This is an optimization exercise on Yosys and OpenROAD, whose aim is small area and a short achievable clock period, not a production implementation. Where RTL was checked, it was by simulation tests only, not by an equivalence proof against the original. Power is estimated from default activity; no workload was simulated.

== oak ==
==> flow/design.v <==
package nmr_acq_pkg;
  localparam int SAMPLE_SLOT_W = 16;
endpackage
module nmr_sync_fifo (
  input  logic        CLK,
  input  logic [63:0] lo_we,
  input  logic [63:0] hi_we,
  input  logic [15:0] lo_data,
  input  logic [15:0] hi_data,
  input  logic [63:0] rd_sel,
  output logic [31:0] rd_data
);
  logic [15:0] mem_lo [64];
  logic [15:0] mem_hi [64];
  always_ff @(posedge CLK) begin
    for (int i = 0; i < 64; i++) begin
      if (lo_we[i]) mem_lo[i] <= lo_data;
      if (hi_we[i]) mem_hi[i] <= hi_data;
    end
  end
  always_comb begin
    rd_data = '0;
    for (int i = 0; i < 64; i++)
      rd_data = rd_data | ({mem_hi[i], mem_lo[i]} & {32{rd_sel[i]}});
  end
endmodule
module nmr_acq_capture (
  input  logic        CLK,
  input  logic        RESET,
  input  logic        ADC_CLK,
  input  logic [15:0] ADC_DATA,
  input  logic        FSMSTAT,
  input  logic        ACQ_WND,
  input  logic [31:0] SAMPLES_PER_ECHO,
  output logic [31:0] M_DATA,
  output logic        M_VALID,
  input  logic        M_READY,
  output logic [31:0] ECHO_CNT,
  output logic [31:0] WORD_CNT,
  output logic        OVERFLOW,
  output logic        BUSY
);
  logic        busy_q, armed_q, capt_q, flush_q, waitlo_q;
  logic        adc_d;
  logic        pending_q;
  logic [31:0] rem_q;
  logic        unlim_q;
  logic        push_vld_q;
  logic [31:0] echo_q;
  logic [31:0] word_q;
  logic        ovf_q;
  logic [6:0]  cnt_q;
  logic        valid_q;    
  logic        ge2_q;      
  logic        full_q;     
  logic [5:0]  wr_q;
  logic [63:0] rd_oh;      
  logic [31:0] head_q;
  logic        idle, start_scan, arm_capt, capt_go, stb, take, last, flush_push;
  logic        pop, push_acc, head_ld, rd_adv;
  logic [63:0] wr_oh, lo_we, hi_we;
  logic [15:0] hi_data;
  logic [31:0] rd_data;
  assign idle       = ~busy_q;
  assign stb        = ADC_CLK & ~adc_d;
  assign start_scan = idle & FSMSTAT;
  assign arm_capt   = armed_q & ACQ_WND;
  assign capt_go    = capt_q & ACQ_WND & FSMSTAT;
  assign take       = capt_go & stb;
  assign last       = take & ~unlim_q & (rem_q == 32'd1);
  assign flush_push = flush_q & pending_q;
  always_ff @(posedge CLK or posedge RESET) begin
    if (RESET) begin
      busy_q   <= 1'b0;
      armed_q  <= 1'b0;
      capt_q   <= 1'b0;
      flush_q  <= 1'b0;
      waitlo_q <= 1'b0;
    end else begin
      busy_q   <= ~((idle & ~FSMSTAT) |
                    (armed_q & ~ACQ_WND & ~FSMSTAT) |
                    (waitlo_q & ACQ_WND & ~FSMSTAT));
      armed_q  <= start_scan |
                  (armed_q & ~ACQ_WND & FSMSTAT) |
                  (flush_q & ~ACQ_WND) |
                  (waitlo_q & ~ACQ_WND);
      capt_q   <= arm_capt | (capt_go & ~last);
      flush_q  <= (capt_q & ~capt_go) | last;
      waitlo_q <= (flush_q & ACQ_WND) | (waitlo_q & ACQ_WND & FSMSTAT);
    end
  end
  always_ff @(posedge CLK) begin
    adc_d <= ADC_CLK;
    if (arm_capt) begin
      rem_q   <= SAMPLES_PER_ECHO;
      unlim_q <= (SAMPLES_PER_ECHO == 32'd0);
    end else if (take) begin
      rem_q   <= rem_q - 32'd1;
    end
  end
  always_ff @(posedge CLK or posedge RESET) begin
    if (RESET) begin
      pending_q  <= 1'b0;
      push_vld_q <= 1'b0;
      echo_q     <= '0;
      word_q     <= '0;
      ovf_q      <= 1'b0;
    end else begin
      push_vld_q <= (take & pending_q) | flush_push;
      if (take)            pending_q <= ~pending_q;
      else if (flush_push) pending_q <= 1'b0;
      if (start_scan) begin
        echo_q <= '0;
        word_q <= '0;
        ovf_q  <= 1'b0;
      end else begin
        if (push_acc)               word_q <= word_q + 32'd1;
        if (push_vld_q & ~push_acc) ovf_q  <= 1'b1;
        if (flush_q)                echo_q <= echo_q + 32'd1;
      end
    end
  end
  assign pop      = valid_q & M_READY;
  assign push_acc = push_vld_q & (~full_q | pop);
  assign head_ld  = ~valid_q | pop;
  assign rd_adv   = head_ld & (ge2_q | push_acc);
  always_comb begin
    for (int i = 0; i < 64; i++) wr_oh[i] = (wr_q == 6'(i));
  end
  assign lo_we   = wr_oh & {64{take & ~pending_q}};
  assign hi_we   = wr_oh & {64{(take & pending_q) | flush_push}};
  assign hi_data = ADC_DATA & {16{~flush_q}};
  nmr_sync_fifo u_fifo (
    .CLK     (CLK),
    .lo_we   (lo_we),
    .hi_we   (hi_we),
    .lo_data (ADC_DATA),
    .hi_data (hi_data),
    .rd_sel  (rd_oh),
    .rd_data (rd_data)
  );
  always_ff @(posedge CLK) begin
    if (head_ld) head_q <= rd_data;
  end
  logic [6:0] cnt_d;
  always_comb begin
    cnt_d = cnt_q;
    case ({push_acc, pop})
      2'b10:   cnt_d = cnt_q + 7'd1;
      2'b01:   cnt_d = cnt_q - 7'd1;
      default: cnt_d = cnt_q;
    endcase
  end
  always_ff @(posedge CLK or posedge RESET) begin
    if (RESET) begin
      wr_q    <= '0;
      rd_oh   <= 64'd1;
      cnt_q   <= '0;
      valid_q <= 1'b0;
      ge2_q   <= 1'b0;
      full_q  <= 1'b0;
    end else begin
      if (push_acc) wr_q <= wr_q + 6'd1;
      if (rd_adv)   rd_oh <= {rd_oh[62:0], rd_oh[63]};
      cnt_q   <= cnt_d;
      valid_q <= (cnt_d != 7'd0);
      ge2_q   <= (cnt_d >= 7'd2);
      full_q  <= (cnt_d == 7'd64);
    end
  end
  assign M_DATA   = head_q;
  assign M_VALID  = valid_q;
  assign ECHO_CNT = echo_q;
  assign WORD_CNT = word_q;
  assign OVERFLOW = ovf_q;
  assign BUSY     = busy_q;
endmodule
==> flow/config.mk <==
export PLATFORM = sky130hd
export DESIGN_NAME = nmr_acq_capture
export DESIGN_NICKNAME = nmr_acq_capture
export VERILOG_FILES = /design/flow/design.v
export SDC_FILE = /design/flow/constraint.sdc
export NUM_CORES = 4
export LEC_CHECK = 0
export CAP_MARGIN = 20
export CORE_MARGIN = 2
export CORE_UTILIZATION = 40
export CTS_CLUSTER_DIAMETER = 100
export CTS_CLUSTER_SIZE = 30
export SETUP_SLACK_MARGIN = 4.0
export SLEW_MARGIN = 20
==> flow/constraint.sdc <==
create_clock -name core_clock -period 7.0 [get_ports {CLK}]
set_input_delay 1.4000 -clock core_clock [delete_from_list [all_inputs] [get_ports {CLK}]]
set_output_delay 1.4000 -clock core_clock [all_outputs]
set_load 0.01 [all_outputs]
run.sh (not shown) runs the stock make flow with config.mk's settings and CLKGATE_MAP_FILE= SYNTH_SCRIPT=/design/flow/synth_recipe.tcl, a recipe that flattens the netlist after the stock synthesis.
oak went all the way through synthesis, placement and routing and the layout is clean on timing, DRC and antenna.
Inputs modified between oak and pine:
-- flow/config.mk --
<<< oak, line 11
export CTS_CLUSTER_DIAMETER = 100
export CTS_CLUSTER_SIZE = 30
>>> pine, line 11
export CTS_CLUSTER_DIAMETER = 80
export CTS_CLUSTER_SIZE = 24
Notes after the runs:
- pine | stages: all done | timing, DRC, antenna: all pass
- Changes observed in pine relative to oak: switching portion of total power essentially unchanged; count of plain and timing-repair buffers in the layout decreased 1.6%; clock power increased 14%.
- Run comparison: pine critical path launch point rd_oh[3]$_DFFE_PP0P_; oak critical path launch point rd_oh[26]$_DFFE_PP0P_
- Core utilization ended up 0.38 points higher on pine than on oak.
No functional check of the RTL was part of any run of this note.


nmr_acq_capture, a different RTL version from the one above (not shown whole).
For scale: about 2,300 flip-flops.
==> flow/config.mk <==
export PLATFORM = sky130hd
export DESIGN_NAME = nmr_acq_capture
export DESIGN_NICKNAME = nmr_acq_capture
export VERILOG_FILES = /design/flow/design.v
export SDC_FILE = /design/flow/constraint.sdc
export NUM_CORES = 4
export LEC_CHECK = 0
export CAP_MARGIN = 20
export CORE_MARGIN = 2
export CORE_UTILIZATION = 40
export CTS_BUF_LIST = sky130_fd_sc_hd__clkbuf_8 sky130_fd_sc_hd__clkbuf_16
export CTS_CLUSTER_DIAMETER = 80
export CTS_CLUSTER_SIZE = 24
export SETUP_SLACK_MARGIN = 4.2
export SLEW_MARGIN = 20
==> flow/constraint.sdc <==
create_clock -name core_clock -period 7.0 [get_ports {CLK}]
set_input_delay 1.4000 -clock core_clock [delete_from_list [all_inputs] [get_ports {CLK}]]
set_output_delay 1.4000 -clock core_clock [all_outputs]
set_load 0.01 [all_outputs]
standard.sh (not shown) runs the stock make flow with config.mk's settings and CLKGATE_MAP_FILE= SYNTH_SCRIPT=/design/flow/synth_recipe.tcl, a recipe that flattens the netlist after the stock synthesis.
==> flow/flow/run.sh <==
#!/bin/bash
# Own flow: the standard layout (standard.sh, unchanged synthesis), with
# the port buffers made of buf_4 cells instead of the library's default pick,
# and the resizer free to change a cell's footprint when it sizes it.
set -euo pipefail
bash standard.sh \
  BUFFER_PORTS_ARGS="-buffer_cell sky130_fd_sc_hd__buf_4" \
  MATCH_CELL_FOOTPRINT=0 \
  finish > standard.log 2>&1
The starting point produced a clean layout.
Change:
--- a/flow/config.mk
+++ b/flow/config.mk
@@ -9,5 +9,4 @@
 export CORE_MARGIN = 2
 export CORE_UTILIZATION = 40
-export CTS_BUF_LIST = sky130_fd_sc_hd__clkbuf_8 sky130_fd_sc_hd__clkbuf_16
 export CTS_CLUSTER_DIAMETER = 80
 export CTS_CLUSTER_SIZE = 24
Worst hold slack barely changes.
Final area stays flat.
Register-to-register slack is worse by 0.02 ns.
Routed wire length is about the same.
Clock skew stays flat.
Total power is higher slightly.
Worst setup slack gets worse by 0.019 ns.
Global-route usage is about the same.


nmr_acq_capture, a different RTL version from the one above (not shown whole).
Size in the first run: about 2300 flip-flops, about 150 I/O pins, about 83000 µm² of cells after synthesis.
Settings: LEC_CHECK=0, CAP_MARGIN=20, CORE_MARGIN=2, CORE_UTILIZATION=50, CTS_CLUSTER_DIAMETER=80, CTS_CLUSTER_SIZE=24, PLACE_DENSITY=0.65, SETUP_SLACK_MARGIN=4.3, SLEW_MARGIN=20; clock period 7.0 ns.
Scripts as last shown in full above: flow/flow/run.sh
Rerun with:
- CORE_UTILIZATION: 50 -> 40
- PLACE_DENSITY: 0.65 -> unset
Effect: The changed run completed with no timing, DRC or antenna violations. Area after synthesis does not change. Via count goes down by about 0.56%. Setup slack got worse by 0.059 ns. Non-clock buffer count goes up by 14. Register-to-register slack improved by 0.10 ns. Final cell count goes up by about 7%. Die area goes up by about 25%. Clock skew goes up by 0.028 ns. Count of clock-buffer cells in the layout goes up by 5. Combinational power hardly moves.
Rerun with:
- CORE_UTILIZATION: 40 -> 50
- PLACE_DENSITY: unset -> 0.65
- SETUP_SLACK_MARGIN: 4.3 -> 4.5
Effect: The changed run went through all stages and came out clean; power drops slightly; area after synthesis does not change; register-to-register slack gets better by 0.14 ns.
Rerun with:
- CORE_UTILIZATION: 50 -> 40
- PLACE_DENSITY: 0.65 -> unset
- SETUP_SLACK_MARGIN: 4.5 -> 4.7
Flip-flop and latch count does not change; via count hardly moves; count of clock-buffer cells in the layout shrinks by 11; worst hold slack degrades by 0.012 ns; clock power grows by 7.9%; first-iteration DRC count shrinks by 5.7%; core utilization shrinks by 10 points.


Starting RTL as in the previous note.
export LEC_CHECK = 0
export CAP_MARGIN = 10
export CORE_MARGIN = 2
export CORE_UTILIZATION = 50
export CTS_CLUSTER_DIAMETER = 80
export CTS_CLUSTER_SIZE = 24
export PLACE_DENSITY = 0.65
export SETUP_SLACK_MARGIN = 4.3
export SLEW_MARGIN = 10
create_clock -name core_clock -period 7.0 [get_ports {CLK}]
Scripts as last shown in full above: flow/flow/run.sh
The first run completed with no timing, DRC or antenna violations.
Rerun with:
Settings changed: CAP_MARGIN 10 to 20, CORE_UTILIZATION 50 to 40, PLACE_DENSITY 0.65 to default, SETUP_SLACK_MARGIN 4.3 to 4.5, SLEW_MARGIN 10 to 20.
Effect: The changed run completed with no timing, DRC or antenna violations. Flip-flop and latch count stays the same. Clock skew falls by 0.0054 ns. Final area increases by about 1.5%. Power is about the same. Final cell count grows by about 7%. Setup slack degrades by 0.0079 ns. First-iteration DRC count goes down by 17%. Synthesized cell count does not change. Synthesized area does not change. Maximum frequency barely changes.
Rerun with:
Settings changed: CORE_UTILIZATION 40 to 50, CTS_CLUSTER_DIAMETER 80 to 70, CTS_CLUSTER_SIZE 24 to 28, PLACE_DENSITY from default to 0.65, SETUP_SLACK_MARGIN 4.5 to 4.3.
After rerunning: Register-to-register slack gets worse by 0.20 ns; clock power rose by about 10%; sequential power hardly moves; routed wire length is lower by 2.4%.
Rerun with:
Settings changed: CTS_CLUSTER_DIAMETER 70 to 60, CTS_CLUSTER_SIZE 28 to 20.
Outcome: Design area went up by 0.82%. Clock-buffer cell count went up by 78. Total power went up by 3.9%. Hold slack loses 0.0064 ns. Maximum frequency is about the same. Die area does not change. Area after synthesis does not change. Routed wire length is about the same. Cell count went up by 0.72%.


nmr_acq_capture, a different RTL version from the one above (not shown whole).
Size in the first run: about 0.084 mm^2 of cells after synthesis.
==> flow/config.mk <==
export PLATFORM = sky130hd
export DESIGN_NAME = nmr_acq_capture
export DESIGN_NICKNAME = nmr_acq_capture
export VERILOG_FILES = /design/flow/design.v
export SDC_FILE = /design/flow/constraint.sdc
export NUM_CORES = 4
export LEC_CHECK = 0
export CAP_MARGIN = 20
export CORE_MARGIN = 2
export CORE_UTILIZATION = 40
export CTS_CLUSTER_DIAMETER = 80
export CTS_CLUSTER_SIZE = 24
export SETUP_SLACK_MARGIN = 4.4
export SLEW_MARGIN = 20
==> flow/constraint.sdc <==
create_clock -name core_clock -period 7.0 [get_ports {CLK}]
set_input_delay 1.4000 -clock core_clock [delete_from_list [all_inputs] [get_ports {CLK}]]
set_output_delay 1.4000 -clock core_clock [all_outputs]
set_load 0.01 [all_outputs]
Scripts as last shown in full above: flow/flow/run.sh
The starting point produced a clean layout.
Change:
Settings changed: SETUP_SLACK_MARGIN 4.4 to 4.2.
=> The new run completed with no timing, DRC or antenna violations. Global-route usage is about the same. Die area does not change. Design area shrinks by 1.0%. Cell count came out lower by 0.59%. Sequential power stays flat. Synthesized area stays the same. Non-clock buffer count fell by 45. Sequential cell count is unchanged. Via count decreases by 0.68%. Critical path depth stays the same.
No functional check of the RTL was part of any run of this note.


Another version of the RTL of nmr_acq_capture (not shown whole).
Size in the first run: roughly 2300 flip-flops, about 84000 µm² of cells after synthesis.
clock: 7.0 ns
lec_check: 0
cap_margin: 20
core_margin: 2
core_utilization: 40
cts_cluster_diameter: 80
cts_cluster_size: 24
setup_slack_margin: 4.3
slew_margin: 20
Scripts as last shown in full above: flow/flow/run.sh
==> next run, changes <==
- SETUP_SLACK_MARGIN: 4.3 -> 4.0
Effect:
- worst setup slack improved by 78 ps
- total power drops by 1.9%
- critical path depth stays the same
- design area shrinks by 2.5%
No run of this note included a check of the RTL's function; only the layout flow was run.

==> what the ideal ports hide <==
In the flow no input, the clock included, has a driving cell. The finished layouts below were timed again as built, in two steps.
Step 1 (the two cells are an assumption about what drives the block):
set clk [get_ports {CLK}]
set_driving_cell -lib_cell sky130_fd_sc_hd__clkbuf_16 $clk
set_driving_cell -lib_cell sky130_fd_sc_hd__buf_2 [delete_from_list [all_inputs] $clk]
Step 2 moves the port delays by t, midway between the first and last clock arrival at a register: inputs arrive t later, outputs are due t later. That takes back most of the time a late clock gives input paths.
a / b / c = ideal / step 1 / step 2; a / b = the first two.
run	t (ns)	setup slack, ns	slew at the worst register clock pin (ns)
oak	0.856	3.838 / 3.838 / 3.214	0.12 / 0.12
pine	0.873	3.853 / 3.853 / 3.207	0.10 / 0.10
the first run of note 2	0.860	4.031 / 3.944 / 3.241	0.10 / 0.10
the second run of note 2	0.863	4.012 / 3.926 / 3.241	0.10 / 0.10
the first run of note 3	0.865	4.098 / 4.012 / 3.538	0.10 / 0.10
the second run of note 3	0.910	4.039 / 3.947 / 3.526	0.10 / 0.10
the third run of note 3	0.843	4.069 / 3.988 / 3.656	0.10 / 0.10
the fourth run of note 3	0.874	4.097 / 4.016 / 3.795	0.11 / 0.11
the first run of note 4	0.863	4.089 / 4.007 / 3.566	0.10 / 0.10
the second run of note 4	0.877	4.081 / 4.000 / 3.656	0.10 / 0.10
the third run of note 4	0.889	4.067 / 3.982 / 3.546	0.11 / 0.11
the fourth run of note 4	0.909	4.062 / 3.978 / 3.530	0.09 / 0.09
the first run of note 5	0.830	4.011 / 3.937 / 3.634	0.10 / 0.10
the second run of note 5	0.859	4.003 / 3.922 / 3.451	0.10 / 0.10
the first run of note 6	0.873	3.807 / 3.715 / 3.243	0.10 / 0.10
the second run of note 6	0.873	3.884 / 3.786 / 3.117	0.10 / 0.10
After both steps setup and hold are still met in every run listed. For the first run of note 2, which loses most, drivers alone change the setup slack by -0.087 ns; drivers and shift together by -0.790 ns.
